From an optimization exercise on the open Yosys and OpenROAD flow, aimed at small area, a short achievable clock period and few clock cycles per item; shortcuts taken in it are not production practice.
In this exercise RTL edits were held to simulation tests only and were not proved equivalent to the original.
Power is estimated from default activity; no workload was simulated.

--- design.v ---
module mul_tree (input logic [15:0] x, input logic [15:0] m, output logic [31:0] rows);
    wire bn1 = m[1];
    wire bo2 = m[0] ^ 1'b0;
    wire bt3 = (m[1] & ~m[0] & ~1'b0) | (~m[1] & m[0] & 1'b0);
    wire pp4 = (((x[0] & bo2) | (1'b0 & bt3)) ^ bn1);
    wire pp5 = (((x[1] & bo2) | (x[0] & bt3)) ^ bn1);
    wire pp6 = (((x[2] & bo2) | (x[1] & bt3)) ^ bn1);
    wire pp7 = (((x[3] & bo2) | (x[2] & bt3)) ^ bn1);
    wire pp8 = (((x[4] & bo2) | (x[3] & bt3)) ^ bn1);
    wire pp9 = (((x[5] & bo2) | (x[4] & bt3)) ^ bn1);
    wire pp10 = (((x[6] & bo2) | (x[5] & bt3)) ^ bn1);
    wire pp11 = (((x[7] & bo2) | (x[6] & bt3)) ^ bn1);
    wire pp12 = (((x[8] & bo2) | (x[7] & bt3)) ^ bn1);
    wire pp13 = (((x[9] & bo2) | (x[8] & bt3)) ^ bn1);
    wire pp14 = (((x[10] & bo2) | (x[9] & bt3)) ^ bn1);
    wire pp15 = (((x[11] & bo2) | (x[10] & bt3)) ^ bn1);
    wire pp16 = (((x[12] & bo2) | (x[11] & bt3)) ^ bn1);
    wire pp17 = (((x[13] & bo2) | (x[12] & bt3)) ^ bn1);
    wire pp18 = (((x[14] & bo2) | (x[13] & bt3)) ^ bn1);
    wire pp19 = (((x[15] & bo2) | (x[14] & bt3)) ^ bn1);
    wire bn20 = m[3];
    wire bo21 = m[2] ^ m[1];
    wire bt22 = (m[3] & ~m[2] & ~m[1]) | (~m[3] & m[2] & m[1]);
    wire pp23 = (((x[0] & bo21) | (1'b0 & bt22)) ^ bn20);
    wire pp24 = (((x[1] & bo21) | (x[0] & bt22)) ^ bn20);
    wire pp25 = (((x[2] & bo21) | (x[1] & bt22)) ^ bn20);
    wire pp26 = (((x[3] & bo21) | (x[2] & bt22)) ^ bn20);
    wire pp27 = (((x[4] & bo21) | (x[3] & bt22)) ^ bn20);
    wire pp28 = (((x[5] & bo21) | (x[4] & bt22)) ^ bn20);
    wire pp29 = (((x[6] & bo21) | (x[5] & bt22)) ^ bn20);
    wire pp30 = (((x[7] & bo21) | (x[6] & bt22)) ^ bn20);
    wire pp31 = (((x[8] & bo21) | (x[7] & bt22)) ^ bn20);
    wire pp32 = (((x[9] & bo21) | (x[8] & bt22)) ^ bn20);
    wire pp33 = (((x[10] & bo21) | (x[9] & bt22)) ^ bn20);
    wire pp34 = (((x[11] & bo21) | (x[10] & bt22)) ^ bn20);
    wire pp35 = (((x[12] & bo21) | (x[11] & bt22)) ^ bn20);
    wire pp36 = (((x[13] & bo21) | (x[12] & bt22)) ^ bn20);
    wire bn37 = m[5];
    wire bo38 = m[4] ^ m[3];
    wire bt39 = (m[5] & ~m[4] & ~m[3]) | (~m[5] & m[4] & m[3]);
    wire pp40 = (((x[0] & bo38) | (1'b0 & bt39)) ^ bn37);
    wire pp41 = (((x[1] & bo38) | (x[0] & bt39)) ^ bn37);
    wire pp42 = (((x[2] & bo38) | (x[1] & bt39)) ^ bn37);
    wire pp43 = (((x[3] & bo38) | (x[2] & bt39)) ^ bn37);
    wire pp44 = (((x[4] & bo38) | (x[3] & bt39)) ^ bn37);
    wire pp45 = (((x[5] & bo38) | (x[4] & bt39)) ^ bn37);
    wire pp46 = (((x[6] & bo38) | (x[5] & bt39)) ^ bn37);
    wire pp47 = (((x[7] & bo38) | (x[6] & bt39)) ^ bn37);
    wire pp48 = (((x[8] & bo38) | (x[7] & bt39)) ^ bn37);
    wire pp49 = (((x[9] & bo38) | (x[8] & bt39)) ^ bn37);
    wire pp50 = (((x[10] & bo38) | (x[9] & bt39)) ^ bn37);
    wire pp51 = (((x[11] & bo38) | (x[10] & bt39)) ^ bn37);
    wire bn52 = m[7];
    wire bo53 = m[6] ^ m[5];
    wire bt54 = (m[7] & ~m[6] & ~m[5]) | (~m[7] & m[6] & m[5]);
    wire pp55 = (((x[0] & bo53) | (1'b0 & bt54)) ^ bn52);
    wire pp56 = (((x[1] & bo53) | (x[0] & bt54)) ^ bn52);
    wire pp57 = (((x[2] & bo53) | (x[1] & bt54)) ^ bn52);
    wire pp58 = (((x[3] & bo53) | (x[2] & bt54)) ^ bn52);
    wire pp59 = (((x[4] & bo53) | (x[3] & bt54)) ^ bn52);
    wire pp60 = (((x[5] & bo53) | (x[4] & bt54)) ^ bn52);
    wire pp61 = (((x[6] & bo53) | (x[5] & bt54)) ^ bn52);
    wire pp62 = (((x[7] & bo53) | (x[6] & bt54)) ^ bn52);
    wire pp63 = (((x[8] & bo53) | (x[7] & bt54)) ^ bn52);
    wire pp64 = (((x[9] & bo53) | (x[8] & bt54)) ^ bn52);
    wire bn65 = m[9];
    wire bo66 = m[8] ^ m[7];
    wire bt67 = (m[9] & ~m[8] & ~m[7]) | (~m[9] & m[8] & m[7]);
    wire pp68 = (((x[0] & bo66) | (1'b0 & bt67)) ^ bn65);
    wire pp69 = (((x[1] & bo66) | (x[0] & bt67)) ^ bn65);
    wire pp70 = (((x[2] & bo66) | (x[1] & bt67)) ^ bn65);
    wire pp71 = (((x[3] & bo66) | (x[2] & bt67)) ^ bn65);
    wire pp72 = (((x[4] & bo66) | (x[3] & bt67)) ^ bn65);
    wire pp73 = (((x[5] & bo66) | (x[4] & bt67)) ^ bn65);
    wire pp74 = (((x[6] & bo66) | (x[5] & bt67)) ^ bn65);
    wire pp75 = (((x[7] & bo66) | (x[6] & bt67)) ^ bn65);
    wire bn76 = m[11];
    wire bo77 = m[10] ^ m[9];
    wire bt78 = (m[11] & ~m[10] & ~m[9]) | (~m[11] & m[10] & m[9]);
    wire pp79 = (((x[0] & bo77) | (1'b0 & bt78)) ^ bn76);
    wire pp80 = (((x[1] & bo77) | (x[0] & bt78)) ^ bn76);
    wire pp81 = (((x[2] & bo77) | (x[1] & bt78)) ^ bn76);
    wire pp82 = (((x[3] & bo77) | (x[2] & bt78)) ^ bn76);
    wire pp83 = (((x[4] & bo77) | (x[3] & bt78)) ^ bn76);
    wire pp84 = (((x[5] & bo77) | (x[4] & bt78)) ^ bn76);
    wire bn85 = m[13];
    wire bo86 = m[12] ^ m[11];
    wire bt87 = (m[13] & ~m[12] & ~m[11]) | (~m[13] & m[12] & m[11]);
    wire pp88 = (((x[0] & bo86) | (1'b0 & bt87)) ^ bn85);
    wire pp89 = (((x[1] & bo86) | (x[0] & bt87)) ^ bn85);
    wire pp90 = (((x[2] & bo86) | (x[1] & bt87)) ^ bn85);
    wire pp91 = (((x[3] & bo86) | (x[2] & bt87)) ^ bn85);
    wire bn92 = m[15];
    wire bo93 = m[14] ^ m[13];
    wire bt94 = (m[15] & ~m[14] & ~m[13]) | (~m[15] & m[14] & m[13]);
    wire pp95 = (((x[0] & bo93) | (1'b0 & bt94)) ^ bn92);
    wire pp96 = (((x[1] & bo93) | (x[0] & bt94)) ^ bn92);
    wire s97 = pp14 ^ pp31;
    wire k98 = pp14 & pp31;
    wire s99 = pp15 ^ pp32;
    wire k100 = pp15 & pp32;
    wire s101 = pp16 ^ pp33 ^ pp48;
    wire k102 = (pp16 & pp33) | (pp16 & pp48) | (pp33 & pp48);
    wire s103 = pp61 ^ pp72;
    wire k104 = pp61 & pp72;
    wire s105 = pp17 ^ pp34 ^ pp49;
    wire k106 = (pp17 & pp34) | (pp17 & pp49) | (pp34 & pp49);
    wire s107 = pp62 ^ pp73;
    wire k108 = pp62 & pp73;
    wire s109 = pp18 ^ pp35 ^ pp50;
    wire k110 = (pp18 & pp35) | (pp18 & pp50) | (pp35 & pp50);
    wire s111 = pp63 ^ pp74 ^ pp83;
    wire k112 = (pp63 & pp74) | (pp63 & pp83) | (pp74 & pp83);
    wire s113 = pp90 ^ pp95;
    wire k114 = pp90 & pp95;
    wire s115 = pp19 ^ pp36 ^ pp51;
    wire k116 = (pp19 & pp36) | (pp19 & pp51) | (pp36 & pp51);
    wire s117 = pp64 ^ pp75 ^ pp84;
    wire k118 = (pp64 & pp75) | (pp64 & pp84) | (pp75 & pp84);
    wire s119 = pp91 ^ pp96;
    wire k120 = pp91 & pp96;
    wire s121 = pp10 ^ pp27;
    wire k122 = pp10 & pp27;
    wire s123 = pp11 ^ pp28;
    wire k124 = pp11 & pp28;
    wire s125 = pp12 ^ pp29 ^ pp44;
    wire k126 = (pp12 & pp29) | (pp12 & pp44) | (pp29 & pp44);
    wire s127 = pp57 ^ pp68;
    wire k128 = pp57 & pp68;
    wire s129 = pp13 ^ pp30 ^ pp45;
    wire k130 = (pp13 & pp30) | (pp13 & pp45) | (pp30 & pp45);
    wire s131 = pp58 ^ pp69;
    wire k132 = pp58 & pp69;
    wire s133 = pp46 ^ pp59 ^ pp70;
    wire k134 = (pp46 & pp59) | (pp46 & pp70) | (pp59 & pp70);
    wire s135 = pp79 ^ bn76 ^ s97;
    wire k136 = (pp79 & bn76) | (pp79 & s97) | (bn76 & s97);
    wire s137 = pp47 ^ pp60 ^ pp71;
    wire k138 = (pp47 & pp60) | (pp47 & pp71) | (pp60 & pp71);
    wire s139 = pp80 ^ s99 ^ k98;
    wire k140 = (pp80 & s99) | (pp80 & k98) | (s99 & k98);
    wire s141 = pp81 ^ pp88 ^ bn85;
    wire k142 = (pp81 & pp88) | (pp81 & bn85) | (pp88 & bn85);
    wire s143 = s101 ^ s103 ^ k100;
    wire k144 = (s101 & s103) | (s101 & k100) | (s103 & k100);
    wire s145 = pp82 ^ pp89 ^ s105;
    wire k146 = (pp82 & pp89) | (pp82 & s105) | (pp89 & s105);
    wire s147 = s107 ^ k102 ^ k104;
    wire k148 = (s107 & k102) | (s107 & k104) | (k102 & k104);
    wire s149 = bn92 ^ s109 ^ s111;
    wire k150 = (bn92 & s109) | (bn92 & s111) | (s109 & s111);
    wire s151 = s113 ^ k106 ^ k108;
    wire k152 = (s113 & k106) | (s113 & k108) | (k106 & k108);
    wire s153 = s115 ^ s117 ^ s119;
    wire k154 = (s115 & s117) | (s115 & s119) | (s117 & s119);
    wire s155 = k110 ^ k112 ^ k114;
    wire k156 = (k110 & k112) | (k110 & k114) | (k112 & k114);
    wire s157 = pp8 ^ pp25;
    wire k158 = pp8 & pp25;
    wire s159 = pp9 ^ pp26;
    wire k160 = pp9 & pp26;
    wire s161 = pp42 ^ pp55 ^ bn52;
    wire k162 = (pp42 & pp55) | (pp42 & bn52) | (pp55 & bn52);
    wire s163 = pp43 ^ pp56 ^ s123;
    wire k164 = (pp43 & pp56) | (pp43 & s123) | (pp56 & s123);
    wire s165 = bn65 ^ s125 ^ s127;
    wire k166 = (bn65 & s125) | (bn65 & s127) | (s125 & s127);
    wire s167 = s129 ^ s131 ^ k126;
    wire k168 = (s129 & s131) | (s129 & k126) | (s131 & k126);
    wire s169 = s133 ^ s135 ^ k130;
    wire k170 = (s133 & s135) | (s133 & k130) | (s135 & k130);
    wire s171 = s137 ^ s139 ^ k134;
    wire k172 = (s137 & s139) | (s137 & k134) | (s139 & k134);
    wire s173 = s141 ^ s143 ^ k138;
    wire k174 = (s141 & s143) | (s141 & k138) | (s143 & k138);
    wire s175 = s145 ^ s147 ^ k142;
    wire k176 = (s145 & s147) | (s145 & k142) | (s147 & k142);
    wire s177 = s149 ^ s151 ^ k146;
    wire k178 = (s149 & s151) | (s149 & k146) | (s151 & k146);
    wire s179 = s153 ^ s155 ^ k150;
    wire k180 = (s153 & s155) | (s153 & k150) | (s155 & k150);
    wire s181 = pp6 ^ pp23;
    wire k182 = pp6 & pp23;
    wire s183 = pp7 ^ pp24;
    wire k184 = pp7 & pp24;
    wire s185 = pp40 ^ bn37 ^ s157;
    wire k186 = (pp40 & bn37) | (pp40 & s157) | (bn37 & s157);
    wire s187 = pp41 ^ s159 ^ k158;
    wire k188 = (pp41 & s159) | (pp41 & k158) | (s159 & k158);
    wire s189 = s121 ^ s161 ^ k160;
    wire k190 = (s121 & s161) | (s121 & k160) | (s161 & k160);
    wire s191 = k122 ^ s163 ^ k162;
    wire k192 = (k122 & s163) | (k122 & k162) | (s163 & k162);
    wire s193 = k124 ^ s165 ^ k164;
    wire k194 = (k124 & s165) | (k124 & k164) | (s165 & k164);
    wire s195 = k128 ^ s167 ^ k166;
    wire k196 = (k128 & s167) | (k128 & k166) | (s167 & k166);
    wire s197 = k132 ^ s169 ^ k168;
    wire k198 = (k132 & s169) | (k132 & k168) | (s169 & k168);
    wire s199 = k136 ^ s171 ^ k170;
    wire k200 = (k136 & s171) | (k136 & k170) | (s171 & k170);
    wire s201 = k140 ^ s173 ^ k172;
    wire k202 = (k140 & s173) | (k140 & k172) | (s173 & k172);
    wire s203 = k144 ^ s175 ^ k174;
    wire k204 = (k144 & s175) | (k144 & k174) | (s175 & k174);
    wire s205 = k148 ^ s177 ^ k176;
    wire k206 = (k148 & s177) | (k148 & k176) | (s177 & k176);
    wire s207 = k152 ^ s179 ^ k178;
    wire k208 = (k152 & s179) | (k152 & k178) | (s179 & k178);
    assign rows[15:0] = {s207, s205, s203, s201, s199, s197, s195, s193, s191, s189, s187, s185, s183, bn20, pp5, pp4};
    assign rows[31:16] = {k206, k204, k202, k200, k198, k196, k194, k192, k190, k188, k186, k184, k182, s181, 1'b0, bn1};
endmodule
`timescale 1ns/1ns
module compute_core (
    input  logic         clk,
    input  logic         reset,
    input  logic         start,
    input  logic [15:0]  block_id,
    input  logic [7:0]   base_address,
    input  logic [2:0]   num_warps,
    input  logic [3:0]   imem_ready,
    input  logic [127:0] imem_data,
    output logic [3:0]   imem_req_valid,
    output logic [31:0]  imem_req_addr,
    input  logic         dmem_ready,
    output logic         dmem_store_valid,
    output logic [1:0]   dmem_store_warp,
    output logic [31:0]  dmem_store_addr,
    output logic [63:0]  dmem_store_data,
    output logic         done
);
    logic        run;         
    logic        fin;         
    logic        fresh;       
    logic        done_q;
    logic [1:0]  cw;          
    logic [1:0]  lastw;       
    logic [2:0]  nw_q;
    logic [15:0] bid_q;
    logic [7:0]  base_q;
    logic [7:0]  pc;
    logic        idle;        
    logic        go;          
    logic [3:0]  rv;          
    logic [31:0] ra;          
    assign idle = !run && !fin && !done_q;
    assign go = start && idle;
    logic        ir_v;        
    logic        ir_alu;      
    logic        ir_st;       
    logic        ir_first;    
    logic        ir_u1, ir_u2;   
    logic        ir_mul, ir_sub, ir_m1, ir_cb, ir_ci;
    logic [1:0]  ir_w;
    logic [3:0]  ir_rd, ir_rs1, ir_rs2;
    logic [15:0] ir_imm;
    logic        ex1_alu, ex1_st;
    logic        ex1_mul, ex1_sub, ex1_m1, ex1_cb, ex1_ci;
    logic [1:0]  ex1_w;
    logic [3:0]  ex1_rd;
    logic [15:0] ex1_imm;
    logic [63:0] ex1_a, ex1_b;
    logic [31:0] ex1_sa;      
    logic        ex2_alu;
    logic [1:0]  ex2_w;
    logic [3:0]  ex2_rd;
    logic [127:0] ex2_rows;   
    logic [63:0] fast;        
    logic [63:0] res;
    logic [13*64-1:0] regs;
    logic [12:0]      wr_q;
    logic st_stall, dep, hold;
    assign st_stall = ex1_st && !dmem_ready;
    assign dep = ir_v && ex1_alu && (ex1_w == ir_w) &&
                 ((ex1_mul && ((ir_u1 && ex1_rd == ir_rs1) || (ir_u2 && ex1_rd == ir_rs2))) ||
                  (ir_st && ex1_rd == ir_rs1));
    assign hold = st_stall || dep;
    logic [1:0]  nw1;
    logic        has_next;
    logic [31:0] fword, nword, iword;
    logic        fvalid, nvalid, accept, f_halt, n_take, ivalid;
    logic [3:0]  iop;
    assign nw1      = cw + 2'd1;
    assign has_next = (cw != lastw);
    assign fword    = imem_data[cw*32 +: 32];
    assign nword    = imem_data[nw1*32 +: 32];
    assign fvalid   = run && imem_ready[cw];
    assign nvalid   = run && has_next && imem_ready[nw1] && (nword[31:28] != 4'hf);
    assign accept   = fvalid && !hold;
    assign f_halt   = (fword[31:28] == 4'hf);
    assign n_take   = f_halt && nvalid;
    assign iword    = f_halt ? nword : fword;
    assign ivalid   = accept && (!f_halt || nvalid);
    assign iop      = iword[31:28];
    logic        run_n, has_next_n;
    logic [1:0]  cw_n;
    logic [7:0]  pc_n;
    always_comb begin
        run_n = run;
        cw_n = cw;
        pc_n = pc;
        if (accept) begin
            if (f_halt) begin
                if (!has_next) begin
                    run_n = 1'b0;
                end else begin
                    cw_n = nw1;
                    pc_n = n_take ? base_q + 8'd1 : base_q;
                end
            end else begin
                pc_n = pc + 8'd1;
            end
        end
        has_next_n = (cw_n != lastw);
    end
    always_ff @(posedge clk) begin
        if (reset) begin
            rv <= '0;
            ra <= '0;
        end else if (go) begin
            rv <= {2'b0, num_warps >= 3'd2, num_warps != 3'd0};
            ra <= {4{base_address}};
        end else begin
            for (int k = 0; k < 4; k++) begin
                rv[k] <= run_n && ((cw_n == 2'(k)) || (has_next_n && cw_n + 2'd1 == 2'(k)));
                ra[k*8 +: 8] <= (cw_n == 2'(k)) ? pc_n : base_q;
            end
        end
    end
    assign imem_req_valid = rv;
    assign imem_req_addr = ra;
    always_ff @(posedge clk) begin
        if (reset) begin
            run <= 1'b0;
            fin <= 1'b0;
            done_q <= 1'b0;
            ir_v <= 1'b0;
            ir_alu <= 1'b0;
            ir_st <= 1'b0;
        end else if (go) begin
            run <= (num_warps != 3'd0);
            done_q <= (num_warps == 3'd0);
            fresh <= 1'b1;
            cw <= '0;
            pc <= base_address;
            ir_v <= 1'b0;
            ir_alu <= 1'b0;
            ir_st <= 1'b0;
        end else begin
            if ((fin && !ir_v && !st_stall) ||
                (accept && f_halt && !has_next && !ir_st)) done_q <= 1'b1;
            if (!hold) begin
                ir_v <= ivalid;
                ir_alu <= ivalid && (iop >= 4'h1 && iop <= 4'h5) && (iword[27:24] < 4'd13);
                ir_st <= ivalid && (iop == 4'h6);
                run <= run_n;
                cw <= cw_n;
                pc <= pc_n;
                if (accept) begin
                    if (f_halt) begin
                        if (!has_next) fin <= 1'b1;
                        else fresh <= !n_take;
                    end else begin
                        fresh <= 1'b0;
                    end
                end
            end
        end
    end
    always_ff @(posedge clk) begin
        if (idle) begin
            base_q <= base_address;
            nw_q <= num_warps;
            bid_q <= block_id;
            lastw <= (num_warps >= 3'd4) ? 2'd3 : 2'(num_warps - 3'd1);
        end
    end
    always_ff @(posedge clk) begin
        if (!hold && ivalid) begin
            ir_first <= f_halt || fresh;
            ir_w <= f_halt ? nw1 : cw;
        end
    end
    always_ff @(posedge clk) begin
        if (!hold) begin
            ir_u1 <= (iop >= 4'h1 && iop <= 4'h4) || (iop == 4'h6);
            ir_u2 <= (iop >= 4'h1 && iop <= 4'h3) || (iop == 4'h6);
            ir_mul <= (iop == 4'h3);
            ir_sub <= (iop == 4'h2);
            ir_m1 <= (iop == 4'h1) || (iop == 4'h2) || (iop == 4'h4);
            ir_cb <= (iop == 4'h1) || (iop == 4'h2);
            ir_ci <= (iop == 4'h4) || (iop == 4'h5);
            ir_rd <= iword[27:24];
            ir_rs1 <= iword[23:20];
            ir_rs2 <= iword[19:16];
            ir_imm <= iword[15:0];
        end
    end
    assign done = done_q;
    logic [12:0] rmask;
    logic [63:0] a, b;
    logic        fwd1, fwd2, ffwd1, ffwd2;
    assign rmask = ir_first ? 13'd0 : wr_q;
    assign ffwd1 = ex1_alu && !ex1_mul && (ex1_w == ir_w) && (ex1_rd == ir_rs1);
    assign ffwd2 = ex1_alu && !ex1_mul && (ex1_w == ir_w) && (ex1_rd == ir_rs2);
    assign fwd1 = ex2_alu && (ex2_w == ir_w) && (ex2_rd == ir_rs1);
    assign fwd2 = ex2_alu && (ex2_w == ir_w) && (ex2_rd == ir_rs2);
    function automatic logic [63:0] rd_port(input logic [3:0] idx, input logic [13*64-1:0] r,
                                            input logic [12:0] m, input logic [1:0] w,
                                            input logic [15:0] bid, input logic [2:0] nw,
                                            input logic fwd, input logic [63:0] fv);
        logic [63:0] v;
        v = '0;
        case (idx)
            4'd15: for (int l = 0; l < 4; l++) v[l*16 +: 16] = {12'd0, w, 2'(l)};
            4'd14: v = {4{bid}};
            4'd13: for (int l = 0; l < 4; l++) v[l*16 +: 16] = {11'd0, nw, 2'd0};
            default: if (fwd) v = fv; else if (m[idx]) v = r[idx*64 +: 64];
        endcase
        rd_port = v;
    endfunction
    logic [63:0] a_rf;
    assign a_rf = rd_port(ir_rs1, regs, rmask, ir_w, bid_q, nw_q, fwd1, res);
    assign a = ffwd1 ? fast : a_rf;
    assign b = ffwd2 ? fast : rd_port(ir_rs2, regs, rmask, ir_w, bid_q, nw_q, fwd2, res);
    always_ff @(posedge clk) begin
        if (reset || go) begin
            ex1_alu <= 1'b0;
            ex1_st <= 1'b0;
        end else if (!st_stall) begin
            ex1_alu <= ir_alu && !dep;
            ex1_st <= ir_st && !dep;
        end
    end
    always_ff @(posedge clk) begin
        if (!st_stall) begin
            ex1_w <= ir_w;
            ex1_b <= b;
            for (int l = 0; l < 4; l++) ex1_sa[l*8 +: 8] <= a_rf[l*16 +: 8] + ir_imm[7:0];
        end
    end
    always_ff @(posedge clk) begin
        ex1_mul <= ir_mul;
        ex1_sub <= ir_sub;
        ex1_m1 <= ir_m1;
        ex1_cb <= ir_cb;
        ex1_ci <= ir_ci;
        ex1_rd <= ir_rd;
        ex1_imm <= ir_imm;
        ex1_a <= a;
    end
    always_ff @(posedge clk) begin
        if (!hold && ir_v && ir_first) begin
            wr_q <= '0;
        end else if (ex2_alu && ex2_w == ir_w) begin
            wr_q[ex2_rd] <= 1'b1;
        end
    end
    for (genvar l = 0; l < 4; l++) begin : g_lane
        logic [15:0] x, y, c;
        logic [31:0] rows;
        assign x = ex1_a[l*16 +: 16];
        assign y = ex1_b[l*16 +: 16];
        assign c = ex1_cb ? (ex1_sub ? ~y : y) : (ex1_ci ? ex1_imm : 16'd0);
        assign fast[l*16 +: 16] = (ex1_m1 ? x : 16'd0) + c + {15'd0, ex1_sub};
        mul_tree u_tree (.x(x), .m(y), .rows(rows));
        always_ff @(posedge clk)
            ex2_rows[l*32 +: 32] <= ex1_mul ? rows : {16'd0, fast[l*16 +: 16]};
        assign res[l*16 +: 16] = ex2_rows[l*32 +: 16] + ex2_rows[l*32 + 16 +: 16];
    end
    always_ff @(posedge clk) begin
        if (reset || go) ex2_alu <= 1'b0;
        else ex2_alu <= ex1_alu;
        ex2_w <= ex1_w;
        ex2_rd <= ex1_rd;
    end
    always_ff @(posedge clk) begin
        for (int r = 0; r < 13; r++) begin
            if (ex2_alu && ex2_rd == 4'(r)) regs[r*64 +: 64] <= res;
        end
    end
    assign dmem_store_valid = ex1_st;
    assign dmem_store_warp = ex1_w;
    always_comb begin
        for (int l = 0; l < 4; l++) begin
            dmem_store_addr[l*8 +: 8] = ex1_sa[l*8 +: 8];
            dmem_store_data[l*16 +: 16] = ex1_b[l*16 +: 16];
        end
    end
endmodule
--- flow/run.sh ---
#!/bin/bash
# The standard layout (the standard.sh, unchanged synthesis), with two
# changes to how it is made:
# - the setup repair aims at a shorter period than the SDC's: each
#   repair_timing call works until every path has this much slack left at
#   the SDC's period;
# - the port buffers are buf_2 cells rather than the delay cells buffer_ports
#   picks by default (every port still gets its buffer).
export SETUP_SLACK_MARGIN=8.7
export BUFFER_PORTS_ARGS="-buffer_cell sky130_fd_sc_hd__buf_2"
cp standard.sh standard_sh.log
bash standard.sh > standard.log 2>&1
--- standard.sh ---
#!/bin/bash
# synth_recipe.tcl (not shown) runs the flow's synth.tcl, then flattens the netlist and writes it again
# the make line also repeats each setting of config.mk as NAME=value (left out here)
make -C /OpenROAD-flow-scripts/flow DESIGN_CONFIG=/design/flow/config.mk WORK_HOME=/design/flow/orfs CLKGATE_MAP_FILE= SYNTH_SCRIPT=/design/flow/synth_recipe.tcl "${@:-finish}"
--- config.mk ---
export PLATFORM = sky130hd
export DESIGN_NAME = compute_core
export DESIGN_NICKNAME = compute_core
export VERILOG_FILES = /design/flow/design.v
export SDC_FILE = /design/flow/constraint.sdc
export NUM_CORES = 4
export LEC_CHECK = 0
export ABC_AREA = 1
export CAP_MARGIN = 20
export CELL_PAD_IN_SITES_DETAIL_PLACEMENT = 1
export CELL_PAD_IN_SITES_GLOBAL_PLACEMENT = 2
export CORE_MARGIN = 2
export CORE_UTILIZATION = 25
export CTS_CLUSTER_DIAMETER = 90
export CTS_CLUSTER_SIZE = 28
export PLACE_DENSITY = 0.5
export SLEW_MARGIN = 20
--- constraint.sdc ---
create_clock -name core_clock -period 13.0 [get_ports {clk}]
set_input_delay 2.6000 -clock core_clock [delete_from_list [all_inputs] [get_ports {clk}]]
set_output_delay 2.6000 -clock core_clock [all_outputs]
set_load 0.01 [all_outputs]
==> results of run 1 <==
synthesized netlist by cell type, drive strengths merged, types with 2 or more instances:
library cell / count
buf: 226
nand3: 527
o21a: 13
ha: 205
nor3: 45
a31oi: 30
o32ai: 2
a22oi: 33
a21oi: 393
o22ai: 666
o221ai: 53
fa: 140
nor2: 556
inv: 889
a211oi: 9
or2: 91
o211ai: 105
clkbuf: 297
a21boi: 11
and2: 5
o311ai: 108
clkinv: 27
nor4: 15
nand2: 1944
mux2i: 27
o41ai: 8
o2111ai: 84
dfxtp: 277
xnor2: 60
xor2: 374
a2111oi: 2
a21o: 18
o22a: 8
nand4: 54
nand3b: 4
o21ai: 429
edfxtp: 1008
o31ai: 33
a32o: 2
o21bai: 15
worst paths after layout:
| check | startpoint | endpoint | slack [ns] |
|---|---|---|---|
| max | ex1_sa[10] | dmem_store_addr[10] | 8.58 |
| min | ir_m1 | ex1_m1 | 0.33 |
| max reg2reg | ex1_cb | ex1_b[63] | 8.68 |
| min reg2reg | ir_m1 | ex1_m1 | 0.33 |
area by class of cell:
class | instances | area (um2)
Antenna cell | 17 | 42.54
Clock buffer | 105 | 2552
Clock inverter | 82 | 1155
Fill cell | 35380 | 215500
Inverter | 916 | 3606
Multi-Input combinational cell | 6085 | 36900
Sequential cell | 1285 | 35820
Tap cell | 4100 | 5130
Timing Repair Buffer | 660 | 5592
Timing Repair inverter | 1 | 7.507
cells by family (layout without fill, tap and decap cells):
kind of cell	count (synthesis)	in the layout	synth area share
other cells	0	17	0
simple gates	3242	3252	0.1746
flops	1285	1285	0.4644
mux	27	27	0.003504
buf+inv	1439	1764	0.07444
compound gates	2027	2027	0.1639
fa+ha+maj	345	345	0.06960
xor+xnor	434	434	0.04953
timing repair:
action | CTS | global route
buffers inserted | 85 | 65
setup endpoints to repair | 253 | 94
hold endpoints to repair | 0 | 0
pin swaps | 22 | 44
gates cloned | 22 | 9
resized for setup | 238 | 163
hold buffers | 0 | 0
stage by stage:
| step | worst slack [ns] | util | hold slack (ns) |
|---|---|---|---|
| after floorplan | 8.656 | - | 0.3233 |
| after global placement | 6.980 | 0.2722 | 0.3247 |
| after detailed placement | 7.226 | 0.2724 | 0.3279 |
| after CTS | 8.562 | 0.2918 | 0.3373 |
| after global routing | 8.489 | 0.2963 | 0.3551 |
| final | 8.584 | 0.2965 | 0.3323 |
cells in the final DEF (no fill, tap or decap), types with 18 or more instances in the layout:
cell | synthesis | routed
nand2_1 | 1924 | 1858
edfxtp_1 | 1008 | 1008
inv_1 | 869 | 842
o22ai_1 | 666 | 647
nor2_1 | 548 | 520
nand3_1 | 525 | 517
o21ai_0 | 424 | 413
a21oi_1 | 391 | 376
xor2_1 | 374 | 361
buf_2 | 144 | 290
dfxtp_1 | 277 | 273
buf_4 | 24 | 258
ha_1 | 205 | 205
fa_1 | 140 | 136
clkbuf_16 | 0 | 108
o211ai_1 | 105 | 105
o311ai_0 | 108 | 101
or2_2 | 89 | 88
o2111ai_1 | 84 | 82
nand4_1 | 54 | 54
xnor2_1 | 59 | 54
o221ai_1 | 53 | 53
nand2_4 | 5 | 43
nor3_1 | 45 | 43
nand2_2 | 15 | 41
buf_12 | 0 | 40
a22oi_1 | 33 | 33
o31ai_1 | 33 | 32
buf_6 | 7 | 31
a31oi_1 | 30 | 29
nor2_4 | 3 | 28
mux2i_1 | 27 | 27
inv_2 | 15 | 21
clkinvlp_4 | 0 | 20
a21o_1 | 18 | 18
routing by layer:
layer  GRT usage  wire length, um
met4     0.08361            15150
met1      0.3654           196400
met5           0               98
met2      0.4408           201800
met3     0.02991            22390
where the power goes:
part / leakage, nW / switching, mW / internal [mW]
Combinational: 24.7 / 9.31 / 4.26
Clock: 1.77 / 1.98 / 1.65
Sequential: 11.8 / 0.507 / 5.23
flip-flops by register name, summed over array words and instances (netlist names), 4 cells and up:
name,count
base_q,8
bid_q,16
ex1_a,64
ex1_b,64
ex1_imm,16
ex1_rd,4
ex1_sa,32
ex2_rd,4
ex2_rows,124
ir_imm,16
ir_rd,4
ir_rs1,4
ir_rs2,4
pc,8
ra,32
regs,832
rv,4
wr_q,13
==> flow_summary.toml, run 1 <==
[sta]
fin_crit_sh = 0.3397
grt_setup_unrepaired = "yes"
worstMarginPinSlew_ns = 1.230
finalSetupViolations = 0
fmax_ghz = 0.2264
min_period_ns = 4.416
relSlewSlack = 0.1767
slew_viol_final = 0
finalSetupTns_ns = 0
hold_violations = 0
finClkSkew_ns = 0.06539

[worst_setup_path]
critPathBufInv = 1
arrival_ns = 1.82
r2r_cells = 16
cp-end-kind = "output pin"
worst-setup-path-type = "reg2out"
cpPeakStageDelay_ns = 0.74
worstPathRequired_ns = 10.40
startpoint_type = "flop"
path_cells = "buf_2"
path_depth = 1
cp_slowest_cell = "edfxtp_1"
critical_path.max_fanout = 1
path_delay_family = "flip-flops"

[placed_design]
dp_hpwl_um = 285800
place.gp.congestion = 0.8536
post_dp_cell_area_um2 = 83450
port_buffers = 298
dp_cells = 12870

[global_routing]
grt_pass1_wl_um = 594900
grt_pass1_vias = 72450
antenna_found_initial = 59
grt_use_total = 0.2676
grt_max_degree = 109
grt_overflow = 0

[min_path]
hp-class = "reg2reg"
hold_path_depth = 0

[floorplanning]
coreArea_um2 = 306300
dieArea_um2 = 312900
ioPinCount = 299
die_w_um = 559.4
row_count = 203
start_util = 0.2518
die_h_um = 559.4

[pwr]
power_mw = 22.94
p_leak_nw = 38.27
power_density_nw_per_um2 = 252.6
peakVddDrop_uv = 148.4

[synth]
async_flop_share = 0
synthTopCellsByArea = "edfxtp_1 (39%), nand2_1 (9.4%), dfxtp_1 (7.2%)"
yosysWarnings = 1
yosysTopAreaCellShare = 0.3925
ys_seq_elements = 1285
synthesis.nets = 9307
syn_area_um2 = 77120
ys_types = 65
seq_area_frac_synth = 0.4644
synthCells = 8799
synth_edf_count = 1008
synth-main-ff-cell = "edfxtp_1"
yosysTopAreaCell = "edfxtp_1"
avgSynthCellArea_um2 = 8.765

[detailed_routing]
vias = 70720
drc = 0
avgRoutedWirePerCell_um = 32.89
via_per_inst = 5.337
wl_um = 435800
dr.pass1.iters = 6
drt_iter0_markers = 5930
ant_nets = 0

[flow_run]
maxCapViolations = 0

[clock_network]
clock_sinks = 1285
clockBufferDepth = 3
clk_pin_slew_ns = 0.10
insertion_delay_ns = 0.81
cts_max_level = 3
cts_buffers = 99
ctsRootBufferMaster = "clkbuf_16"
cts_tree = "built"

[layout]
fin_area_um2 = 90810
layout.cells.non_filler = 13250
syn_to_final_growth_pct = 17.75
drive_gt1_frac = 0.1333
nNetsFinal = 9556

[outcome]
outcome = "finished clean"
Testbench counts, summed over its fixed seeds: cycles 18,350, kernels 192.
==> run 2, diff against run 1 <==
--- a/design.v
+++ b/design.v
@@ -282,10 +282,18 @@
     logic [3:0]  iop;
     assign nw1      = cw + 2'd1;
     assign has_next = (cw != lastw);
-    assign fword    = imem_data[cw*32 +: 32];
-    assign nword    = imem_data[nw1*32 +: 32];
-    assign fvalid   = run && imem_ready[cw];
-    assign nvalid   = run && has_next && imem_ready[nw1] && (nword[31:28] != 4'hf);
+    logic [3:0]  cw_oh, nw_oh;
+    assign nw_oh = {cw_oh[2:0], cw_oh[3]};
+    always_comb begin
+        fword = '0;
+        nword = '0;
+        for (int k = 0; k < 4; k++) begin
+            fword = fword | (imem_data[k*32 +: 32] & {32{cw_oh[k]}});
+            nword = nword | (imem_data[k*32 +: 32] & {32{nw_oh[k]}});
+        end
+    end
+    assign fvalid   = run && |(imem_ready & cw_oh);
+    assign nvalid   = run && has_next && |(imem_ready & nw_oh) && (nword[31:28] != 4'hf);
     assign accept   = fvalid && !hold;
     assign f_halt   = (fword[31:28] == 4'hf);
     assign n_take   = f_halt && nvalid;
@@ -342,6 +350,7 @@
             done_q <= (num_warps == 3'd0);
             fresh <= 1'b1;
             cw <= '0;
+            cw_oh <= 4'b0001;
             pc <= base_address;
             ir_v <= 1'b0;
             ir_alu <= 1'b0;
@@ -355,6 +364,7 @@
                 ir_st <= ivalid && (iop == 4'h6);
                 run <= run_n;
                 cw <= cw_n;
+                if (accept && f_halt && has_next) cw_oh <= nw_oh;
                 pc <= pc_n;
                 if (accept) begin
                     if (f_halt) begin
--- a/config.mk
+++ b/config.mk
@@ -10,8 +10,8 @@
 export CELL_PAD_IN_SITES_DETAIL_PLACEMENT = 1
 export CELL_PAD_IN_SITES_GLOBAL_PLACEMENT = 2
 export CORE_MARGIN = 2
-export CORE_UTILIZATION = 25
+export CORE_UTILIZATION = 35
 export CTS_CLUSTER_DIAMETER = 90
 export CTS_CLUSTER_SIZE = 28
-export PLACE_DENSITY = 0.5
+export PLACE_DENSITY = 0.55
 export SLEW_MARGIN = 20
==> run 2 against run 1 <==
Against the previous run: still clean on timing, DRC and antenna; wire length is 12% lower; register-to-register slack worse by 0.09 ns; die area fell by 29%; via count fell by 1.1%; critical path type is now reg2reg; largest cell class is now sequential cells.
==> flow_summary.toml, run 2 <==
[sta]
grt_setup_unrepaired = "yes"
slew_viol_final = 0
min_period_ns = 4.412
whs_ns = 0.3315
fmax_ghz = 0.2266
finClkSkew_ns = 0.05665
finalSetupViolations = 0
fin_crit_sh = 0.3394
worst_slack_ns = 8.588
relSlewSlack = 0.1676
worstMarginPinSlew_ns = 1.249
hold_violations = 0
finalSetupTns_ns = 0

[placed_design]
post_dp_cell_area_um2 = 80840
dp_hpwl_um = 259000
pre_cts_ws_ns = 7.492
port_buffers = 298
place.gp.congestion = 0.9115

[synth]
yosysMostFrequentCell = "nand2_1"
yosysTopAreaCellShare = 0.3980
ys_seq_elements = 1289
yosysWarnings = 1
synthTopCellsByArea = "edfxtp_1 (40%), nand2_1 (9.0%), dfxtp_1 (7.3%)"
async_flop_share = 0
ys_types = 70
synth_common_cells = "nand2_1 (1834), edfxtp_1 (1012), inv_1 (801)"
avgSynthCellArea_um2 = 8.875
yosysTopAreaCell = "edfxtp_1"
synth_edf_count = 1012
seq_area_frac_synth = 0.4706
synthCells = 8603
synthesis.nets = 9111
synth-main-ff-cell = "edfxtp_1"
syn_area_um2 = 76350

[worst_setup_path]
worst-setup-path-type = "reg2reg"
critical_path.max_fanout = 40
reg2reg_slack_ns = 8.59
startpoint_type = "flop"
cp-end-kind = "flop"
cpPeakStageDelay_ns = 0.94
arrival_ns = 4.95
crit_top_cell = "nand2_1"
worstPathRequired_ns = 13.54
cp_slowest_cell = "o31ai_1"
path_cells = "buf_4 > clkinv_2 > buf_6 > buf_8 > o21ai_0 > nor3_1 > o31ai_1 > inv_1 > nand2_1 > nand2_1 > nand3_1 > a21oi_1"

[outcome]
outcome = "finished clean"

[global_routing]
grt_use_total = 0.3327
antenna_found_initial = 39
grt_overflow = 0
grt_pass1_vias = 69670
grt_max_degree = 68
grt_pass1_wl_um = 533400

[clock_network]
cts_buffers = 92
insertion_delay_ns = 0.81
ctsRootBufferMaster = "clkbuf_16"
cts_max_level = 3
cts_tree = "built"
clk_pin_slew_ns = 0.10
postCtsHoldBufs = 0
clock_sinks = 1289
clockBufferDepth = 3

[floorplanning]
die_h_um = 471.1
coreArea_um2 = 217000
dieArea_um2 = 221900
start_util = 0.3519
die_w_um = 471.1
ioPinCount = 299
row_count = 171

[detailed_routing]
drt_iter0_markers = 6786
drc = 0
ant_nets = 0
via_per_inst = 5.959
dr.pass1.iters = 5
avgRoutedWirePerCell_um = 32.70
vias = 69910
wl_um = 383700

[flow_run]
maxCapViolations = 0

[layout]
nNetsFinal = 9300
fin_area_um2 = 86590
drive_gt1_frac = 0.1191
top_register = "regs"
num-fill-cells = 25010
layout_common_cells = "nand2_1 (1786), edfxtp_1 (1012), inv_1 (782)"
layout_commonest_cell = "nand2_1"
largest_reg_flops = 832
syn_to_final_growth_pct = 13.41
reg.largest.list = "regs (832), ex2_rows (124)"
final_util = 0.3991

[pwr]
power_density_nw_per_um2 = 192.3
p_leak_nw = 36.86
peakVddDrop_uv = 107.3

[min_path]
hp-class = "reg2reg"
run 2: cell type report:
class	instances	area, um2	area share
Multi-Input combinational cell	5961	35800	0.4135
Antenna cell	7	17.52	0.0002023
Timing Repair Buffer	600	4466	0.05157
Tap cell	2854	3571	0.04124
Timing Repair inverter	1	7.507	0.00008670
Sequential cell	1289	35950	0.4151
Inverter	847	3313	0.03826
Clock inverter	76	1075	0.01241
Clock buffer	98	2389	0.02758
run 2: cell families after synthesis:
group / share of synthesized area
and+or+nand+nor: 0.1654
AOI/OAI and AO/OA: 0.1705
buffers and inverters: 0.07284
DFF: 0.4706
xor gates and xnor gates: 0.04980
adders and majority gates: 0.07030
muxes: 0.0005244
run 2: what timing repair did:
item                                    4_1_cts  5_1_grt
endpoints found under the setup margin      190       91
buffers inserted                             42       70
pin swaps                                     8       29
gates resized for setup                     137      132
cloned                                       10       11
run 2: worst paths after layout:
check                    to      start  cells after the start
hold / removal       ex1_m1      ir_m1                      0
setup reg to reg  ex1_b[56]  ir_rs2[3]                     12
setup / recovery  ex1_b[56]  ir_rs2[3]                     12
hold reg to reg      ex1_m1      ir_m1                      0
run 2: power by group:
part / total [mW] / switching [mW] / internal [mW]
Sequential: 5.41 / 0.329 / 5.08
Combinational: 7.80 / 5.40 / 2.40
Clock: 3.43 / 1.86 / 1.57
run 2: stage by stage:
stage | power [mW] | instances
floorplan | 9.773 | 8603
global placement | 12.80 | 11420
detailed placement | 12.88 | 11420
CTS | 16.48 | 11650
global route | 17.50 | 11730
finish | 16.65 | 11730
run 2: metal layers:
| layer | vias up | share of wire | track usage |
|---|---|---|---|
| met2 | 2766 | 0.45 | 0.5309 |
| met3 | 542 | 0.068 | 0.04497 |
| met5 | - | 0.00022 | 0 |
| met1 | 36070 | 0.43 | 0.4577 |
| li1 | 30520 | - | - |
| met4 | 14 | 0.046 | 0.1273 |
run 2: worst max-delay path, delay by kind of cell (launching register included):
| kind | cells | cell delay [ns] |
|---|---|---|
| AO/OA/AOI/OAI | 3 | 1.16 |
| buffers and inverters | 5 | 2.13 |
| flip-flops | 1 | 0.34 |
| AND/OR/NAND/NOR | 4 | 0.44 |
Testbench counts of run 2, summed over its fixed seeds: cycles 18,350, kernels 192.
==> run 3, diff against run 2 <==
--- a/design.v
+++ b/design.v
@@ -253,6 +253,7 @@
     logic        ir_mul, ir_sub, ir_m1, ir_cb, ir_ci;
     logic [1:0]  ir_w;
     logic [3:0]  ir_rd, ir_rs1, ir_rs2;
+    logic [3:0]  ir_s1lo, ir_s1hi, ir_s2lo, ir_s2hi;   
     logic [15:0] ir_imm;
     logic        ex1_alu, ex1_st;
     logic        ex1_mul, ex1_sub, ex1_m1, ex1_cb, ex1_ci;
@@ -403,6 +404,10 @@
             ir_rd <= iword[27:24];
             ir_rs1 <= iword[23:20];
             ir_rs2 <= iword[19:16];
+            ir_s1lo <= 4'b0001 << iword[21:20];
+            ir_s1hi <= 4'b0001 << iword[23:22];
+            ir_s2lo <= 4'b0001 << iword[17:16];
+            ir_s2hi <= 4'b0001 << iword[19:18];
             ir_imm <= iword[15:0];
         end
     end
@@ -415,24 +420,28 @@
     assign ffwd2 = ex1_alu && !ex1_mul && (ex1_w == ir_w) && (ex1_rd == ir_rs2);
     assign fwd1 = ex2_alu && (ex2_w == ir_w) && (ex2_rd == ir_rs1);
     assign fwd2 = ex2_alu && (ex2_w == ir_w) && (ex2_rd == ir_rs2);
-    function automatic logic [63:0] rd_port(input logic [3:0] idx, input logic [13*64-1:0] r,
+    function automatic logic [63:0] rd_port(input logic [3:0] lo, input logic [3:0] hi,
+                                            input logic [13*64-1:0] r,
                                             input logic [12:0] m, input logic [1:0] w,
                                             input logic [15:0] bid, input logic [2:0] nw,
                                             input logic fwd, input logic [63:0] fv);
         logic [63:0] v;
-        v = '0;
-        case (idx)
-            4'd15: for (int l = 0; l < 4; l++) v[l*16 +: 16] = {12'd0, w, 2'(l)};
-            4'd14: v = {4{bid}};
-            4'd13: for (int l = 0; l < 4; l++) v[l*16 +: 16] = {11'd0, nw, 2'd0};
-            default: if (fwd) v = fv; else if (m[idx]) v = r[idx*64 +: 64];
-        endcase
+        logic [15:0] sel;
+        for (int i = 0; i < 16; i++) sel[i] = hi[i / 4] && lo[i % 4];
+        v = fwd ? fv : 64'd0;
+        for (int i = 0; i < 13; i++)
+            if (sel[i] && m[i] && !fwd) v = v | r[i*64 +: 64];
+        for (int l = 0; l < 4; l++) begin
+            if (sel[15]) v[l*16 +: 16] = v[l*16 +: 16] | {12'd0, w, 2'(l)};
+            if (sel[14]) v[l*16 +: 16] = v[l*16 +: 16] | bid;
+            if (sel[13]) v[l*16 +: 16] = v[l*16 +: 16] | {11'd0, nw, 2'd0};
+        end
         rd_port = v;
     endfunction
     logic [63:0] a_rf;
-    assign a_rf = rd_port(ir_rs1, regs, rmask, ir_w, bid_q, nw_q, fwd1, res);
+    assign a_rf = rd_port(ir_s1lo, ir_s1hi, regs, rmask, ir_w, bid_q, nw_q, fwd1, res);
     assign a = ffwd1 ? fast : a_rf;
-    assign b = ffwd2 ? fast : rd_port(ir_rs2, regs, rmask, ir_w, bid_q, nw_q, fwd2, res);
+    assign b = ffwd2 ? fast : rd_port(ir_s2lo, ir_s2hi, regs, rmask, ir_w, bid_q, nw_q, fwd2, res);
     always_ff @(posedge clk) begin
         if (reset || go) begin
             ex1_alu <= 1'b0;
==> run 3 against run 2 <==
Against the previous run: synthesized cell count down 1.5%; via count down 2.6%; clock power down 3%; utilization up 1.1 points; power down 27%; area after synthesis down 1.5%; final cell count up 0.87%; critical path type unchanged; largest cell class unchanged; largest power group is now sequential cells; highest routed layer unchanged.
==> flow_summary.toml, run 3 <==
[sta]
grt_setup_unrepaired = "yes"
fmax_ghz = 0.2250
worstMarginPinSlew_ns = 1.274
slew_viol_final = 0
finClkSkew_ns = 0.06386
whs_ns = 0.3465
relSlewSlack = 0.1480
min_period_ns = 4.444
finalSetupViolations = 0
finalSetupTns_ns = 0
hold_violations = 0
fin_crit_sh = 0.3419

[clock_network]
clockBufferDepth = 3
clock_sinks = 1305
insertion_delay_ns = 0.79
ctsRootBufferMaster = "clkbuf_16"
cts_buffers = 90
cts_tree = "built"
cts_max_level = 3
clk_pin_slew_ns = 0.10

[worst_setup_path]
cp-startpoint = "ir_w[1]"
path_cells = "inv_2 > o21ai_1 > nor3_4 > buf_4 > nand2_2 > buf_6 > nand2_2 > buf_4 > buf_6 > o22ai_1 > nor2_1 > nand2_1 > nor2_1 > a21oi_1"
startpoint_type = "flop"
arrival_ns = 4.93
worst-setup-path-type = "reg2reg"
rr_startpoint = "ir_w[1]"
cp-end-kind = "flop"
critical_path.max_fanout = 37
cpPeakStageDelay_ns = 0.78
worstPathRequired_ns = 13.48
cp_slowest_cell = "nor2_1"

[layout]
nNetsFinal = 9409
multi_input_area_um2 = 33220
num-fill-cells = 24730
reg.largest.list = "regs (832), ex2_rows (124)"
fin_area_um2 = 87770
layout_commonest_cell = "nand2_1"
final_util = 0.4102
layout_common_cells = "nand2_1 (1578), inv_1 (1313), edfxtp_1 (1028)"
regArea_um2 = 36430
drive_gt1_frac = 0.1367
top_register = "regs"
largest_reg_flops = 832
syn_to_final_growth_pct = 16.72

[placed_design]
port_buffers = 298
dp_hpwl_um = 269300
post_dp_cell_area_um2 = 80380
place.gp.congestion = 0.9094

[synth]
ys_types = 64
avgSynthCellArea_um2 = 8.875
synthTopCellsByArea = "edfxtp_1 (41%), nand2_1 (8.2%), dfxtp_1 (7.4%)"
synthesis.nets = 8979
async_flop_share = 0
seq_area_frac_synth = 0.4843
synth-main-ff-cell = "edfxtp_1"
syn_area_um2 = 75190
ys_seq_elements = 1305
yosysTopAreaCell = "edfxtp_1"
synthCells = 8472
synth_common_cells = "nand2_1 (1644), inv_1 (1329), edfxtp_1 (1028)"
yosysTopAreaCellShare = 0.4105
yosysMostFrequentCell = "nand2_1"
synth_edf_count = 1028
yosysWarnings = 1

[detailed_routing]
drc = 0
avgRoutedWirePerCell_um = 33.66
drt_iter0_markers = 7258
vias = 68100
ant_nets = 0
dr.pass1.iters = 6
via_per_inst = 5.754
wl_um = 398400

[pwr]
p_leak_nw = 39.16
power_density_nw_per_um2 = 139.2
share_seq_of_total_power = 0.428
power_frac_clock = 0.273
p_int_mw = 7.532
power_mw = 12.22
peakVddDrop_uv = 160.4
swShare = 0.3835
power_switching_mw = 4.686
combPwrFrac = 0.299

[min_path]
hp-class = "reg2reg"
hold_start = "ir_rd[2]"

[global_routing]
grt_pass1_vias = 67930
grt_max_degree = 74
grt_overflow = 0
grt_use_total = 0.3531
grt_pass1_wl_um = 540500
antenna_found_initial = 50

[floorplanning]
row_count = 170
coreArea_um2 = 214000
die_w_um = 467.5
die_h_um = 467.5
start_util = 0.3514
dieArea_um2 = 218600
ioPinCount = 299

[flow_run]
maxCapViolations = 0

[outcome]
outcome = "finished clean"
==> run 3: cell types whose count changed in the layout (fill, tap and decap cells not counted), moves of 82 or more <==
cell and delta:
a21oi_1 -91, nor2_1 +159, o21ai_0 -101, nand3_1 -219, nand2_1 -208, buf_4 +82
inv_1 +531
==> run 3: worst paths after layout <==
check,end,slack (ns),cells after the start
setup / recovery,ex1_b[33],8.56,14
hold / removal,ex1_rd[2],0.35,0
setup reg to reg,ex1_b[33],8.56,14
hold reg to reg,ex1_rd[2],0.35,0
==> run 3: power by group through the flow <==
stage          clock network, mW  logic (mW)  registers (mW)
4_1_cts                     3.37        3.53            5.23
2_1_floorplan                  0        1.86            5.21
5_1_grt                     3.50        3.95            5.25
3_5_place_dp                   0        3.41            5.34
3_3_place_gp                   0        3.38            5.34
6_report                    3.33        3.65            5.23
==> run 3: metrics by stage <==
stage / cells / setup WS (ns)
6_report: 11840 / 8.556
5_1_grt: 11820 / 8.568
4_1_cts: 11700 / 8.547
3_5_place_dp: 11420 / 6.979
3_3_place_gp: 11420 / 7.000
2_1_floorplan: 8472 / 7.042
==> run 3: logic make-up (layout without fill, tap and decap cells) <==
kind of cell | count (synthesis) | after routing | synth area share
fa+ha+maj | 344 | 344 | 0.07122
mux | 1 | 1 | 0.0001331
simple gates | 2794 | 2802 | 0.1524
buf+inv | 1780 | 2279 | 0.09415
other cells | 0 | 18 | 0
xor+xnor | 471 | 471 | 0.05486
compound gates | 1777 | 1777 | 0.1429
flops | 1305 | 1305 | 0.4843
==> run 3: timing repair <==
item / CTS / global route
gates cloned: 13 / 10
pin swaps: 22 / 54
setup endpoints to repair: 274 / 86
buffers inserted: 96 / 109
hold buffers: 0 / 0
gates resized for setup: 217 / 217
==> run 3: final cells by class <==
| cell class | count | share of cell area |
|---|---|---|
| multi-input combinational | 5395 | 0.3785 |
| clock buffer | 96 | 0.02664 |
| antenna | 18 | 0.0005132 |
| clock inverter | 73 | 0.01092 |
| tap | 2838 | 0.04046 |
| sequential | 1305 | 0.4151 |
| inverter | 1399 | 0.06193 |
| timing repair buffer | 711 | 0.06591 |
==> run 3: critical path, delay by kind of cell, from the launching register on <==
kind | cells | cell delay (ns)
flops | 1 | 0.45
compound gates | 3 | 0.35
simple gates | 6 | 1.57
buf+inv | 5 | 1.63
==> run 3: per-layer routing <==
| layer | wire [um] | track usage |
|---|---|---|
| met1 | 161200 | 0.4630 |
| met5 | 234 | 0 |
| met4 | 21660 | 0.1580 |
| met3 | 32550 | 0.05295 |
| met2 | 182700 | 0.5756 |
Testbench counts of run 3, summed over its fixed seeds: cycles 18,350, kernels 192.
==> run 4, diff against run 3 <==
--- a/config.mk
+++ b/config.mk
@@ -10,8 +10,8 @@
 export CELL_PAD_IN_SITES_DETAIL_PLACEMENT = 1
 export CELL_PAD_IN_SITES_GLOBAL_PLACEMENT = 2
 export CORE_MARGIN = 2
-export CORE_UTILIZATION = 35
+export CORE_UTILIZATION = 40
 export CTS_CLUSTER_DIAMETER = 90
 export CTS_CLUSTER_SIZE = 28
-export PLACE_DENSITY = 0.55
+export PLACE_DENSITY = 0.6
 export SLEW_MARGIN = 20
==> run 4 against run 3 <==
Against the previous run: still clean on timing, DRC and antenna; sequential share of layout area rose by 0.54 points; clock skew is essentially flat; flip-flop and latch count did not move; power down 2.2%; global-route usage up 3.1 points; wire length shrank 3.8%; cell area down 1.3%; combinational power hardly changed; highest routed layer unchanged.
==> flow_summary.toml, run 4 <==
[pwr]
swShare = 0.3808
peakVddDrop_uv = 107.3
p_int_mw = 7.396
share_seq_of_total_power = 0.437
combPwrFrac = 0.303
power_density_nw_per_um2 = 137.9
power_frac_clock = 0.261
p_leak_nw = 38.82
power_switching_mw = 4.548

[detailed_routing]
drc = 0
dr.pass1.iters = 6
wl_um = 383300
avgRoutedWirePerCell_um = 33.49
vias = 68830
ant_nets = 0
via_per_inst = 6.014
drt_iter0_markers = 8457

[synth]
yosysWarnings = 1
synth_common_cells = "nand2_1 (1644), inv_1 (1329), edfxtp_1 (1028)"
avgSynthCellArea_um2 = 8.875
ys_types = 64
synthTopCellsByArea = "edfxtp_1 (41%), nand2_1 (8.2%), dfxtp_1 (7.4%)"
synth_edf_count = 1028
synthCells = 8472
synthesis.nets = 8979
synth-main-ff-cell = "edfxtp_1"
seq_area_frac_synth = 0.4843
syn_area_um2 = 75190
yosysTopAreaCell = "edfxtp_1"
yosysMostFrequentCell = "nand2_1"
ys_seq_elements = 1305
yosysTopAreaCellShare = 0.4105
async_flop_share = 0

[global_routing]
grt_pass1_wl_um = 520300
grt_use_total = 0.3841
grt_pass1_vias = 68200
grt_max_degree = 70
grt_overflow = 0
antenna_found_initial = 33

[sta]
worst_slack_ns = 8.640
finClkSkew_ns = 0.06425
grt_setup_unrepaired = "yes"
fin_crit_sh = 0.3354
finalSetupTns_ns = 0
min_period_ns = 4.360
slew_viol_final = 0
hold_violations = 0
worstMarginPinSlew_ns = 1.282
relSlewSlack = 0.1455
fmax_ghz = 0.2294
finalSetupViolations = 0

[worst_setup_path]
critical_path.max_fanout = 3
worst-setup-path-type = "reg2out"
path_cells = "buf_4 > buf_6 > buf_2"
cp_slowest_cell = "edfxtp_1"
arrival_ns = 1.76
cpPeakStageDelay_ns = 0.53
cp-end-kind = "output pin"
startpoint_type = "flop"
worstPathRequired_ns = 10.40

[floorplanning]
row_count = 159
die_w_um = 437.6
ioPinCount = 299
die_h_um = 437.6
coreArea_um2 = 187200
dieArea_um2 = 191500
start_util = 0.4017

[clock_network]
clk_pin_slew_ns = 0.10
clock_sinks = 1305
cts_max_level = 3
cts_tree = "built"
postCtsHoldBufs = 0
clockBufferDepth = 3
insertion_delay_ns = 0.80
ctsRootBufferMaster = "clkbuf_16"
cts_buffers = 80

[layout]
largest_reg_flops = 832
syn_to_final_growth_pct = 15.22
layout_common_cells = "nand2_1 (1584), inv_1 (1318), edfxtp_1 (1028)"
top_register = "regs"
reg.largest.list = "regs (832), ex2_rows (124)"
layout_commonest_cell = "nand2_1"
drive_gt1_frac = 0.1305
nNetsFinal = 9377
fin_area_um2 = 86630

[placed_design]
post_dp_cell_area_um2 = 79850
port_buffers = 298
pre_cts_ws_ns = 6.813
place.gp.congestion = 0.9274
dp_hpwl_um = 255700

[flow_run]
maxCapViolations = 0

[outcome]
outcome = "finished clean"

[min_path]
hp-class = "reg2reg"
## run 4: timing repair
item | CTS | global route
gates cloned | 12 | 20
resized for setup | 193 | 201
pin swaps | 13 | 50
setup endpoints to repair | 297 | 115
setup buffers | 62 | 116
## run 4: worst max-delay path: cells and delay by family, from the launching register on
kind     cells  cell delay [ns]
flops        1             0.53
buf+inv      3             0.44
## run 4: final cells by class
class                      count  area [um2]
multi-input combinational   5398       33140
tap                         2495        3122
clock inverter                62       850.8
timing repair inverter         1       5.005
antenna                       15       37.54
clock buffer                  85        2052
fill                       21600      100600
sequential                  1305       36430
timing repair buffer         685        5575
inverter                    1399        5423
## run 4: path summary, 6_finish.rpt
check,from,to,slack (ns),cells after the start
max,ex1_b[16],dmem_store_data[16],8.64,3
min,ir_imm[9],ex1_imm[9],0.35,0
max reg2reg,ir_w[1],ex1_a[41],8.65,11
min reg2reg,ir_imm[9],ex1_imm[9],0.35,0
## run 4: kinds of logic after synthesis
| kind of cell | Yosys count | share of synthesized area |
|---|---|---|
| AO/OA/AOI/OAI | 1777 | 0.1429 |
| XOR/XNOR | 471 | 0.05486 |
| adder cells (fa/ha/maj) | 344 | 0.07122 |
| buffers and inverters | 1780 | 0.09415 |
| flip-flops | 1305 | 0.4843 |
| multiplexers | 1 | 0.0001331 |
| AND/OR/NAND/NOR | 2794 | 0.1524 |
## run 4: layer usage
metal	part of all wire	GRT usage	up-vias
met5	0.00038	0	-
met4	0.068	0.2196	20
met3	0.10	0.07715	859
met2	0.45	0.6109	3857
met1	0.38	0.4867	34690
li1	-	-	29410
## run 4: power groups by stage
stage	Combinational, mW	Clock (mW)	Sequential, mW
6_report	3.62	3.11	5.21
5_1_grt	3.90	3.26	5.23
4_1_cts	3.47	3.13	5.22
3_5_place_dp	3.36	0	5.33
3_3_place_gp	3.32	0	5.33
2_1_floorplan	1.86	0	5.21
## run 4: through the flow
step,util,power [mW],instances,hold slack [ns]
2_1_floorplan,-,7.071,8472,0.3233
3_3_place_gp,0.4264,8.646,11070,0.3239
3_5_place_dp,0.4265,8.691,11070,0.3276
4_1_cts,0.4508,11.82,11290,0.3442
5_1_grt,0.4626,12.39,11430,0.3560
6_report,0.4628,11.94,11450,0.3456

[re-timing with driven ports]
Ports are ideal in the flow. The routed layouts listed here were re-timed in OpenROAD.
Step 1, drivers: a clkbuf_16 drives clk and a buf_2 each remaining input, both assumed.
Step 2 also shifts input and output timing later by t, the mid clock arrival at the registers, as if the neighbouring blocks saw the same clock.
Slacks: ideal / step 1 / step 2; pairs: ideal / step 1.
| run | t, ns | setup WS [ns] | worst setup path after step 2 | cell pins on the clock port's net |
|---|---|---|---|---|
| run 1 | 0.891 | 8.584 / 8.475 / 8.072 | input to register | 1 |
| run 2 | 0.879 | 8.588 / 8.588 / 8.189 | input to register | 1 |
| run 3 | 0.866 | 8.556 / 8.556 / 8.130 | input to register | 1 |
| run 4 | 0.870 | 8.640 / 8.542 / 8.072 | input to register | 1 |
After both steps every run listed still meets setup and hold. For run 4, which loses most, drivers alone change the setup slack by -0.098 ns; drivers and shift together by -0.568 ns.
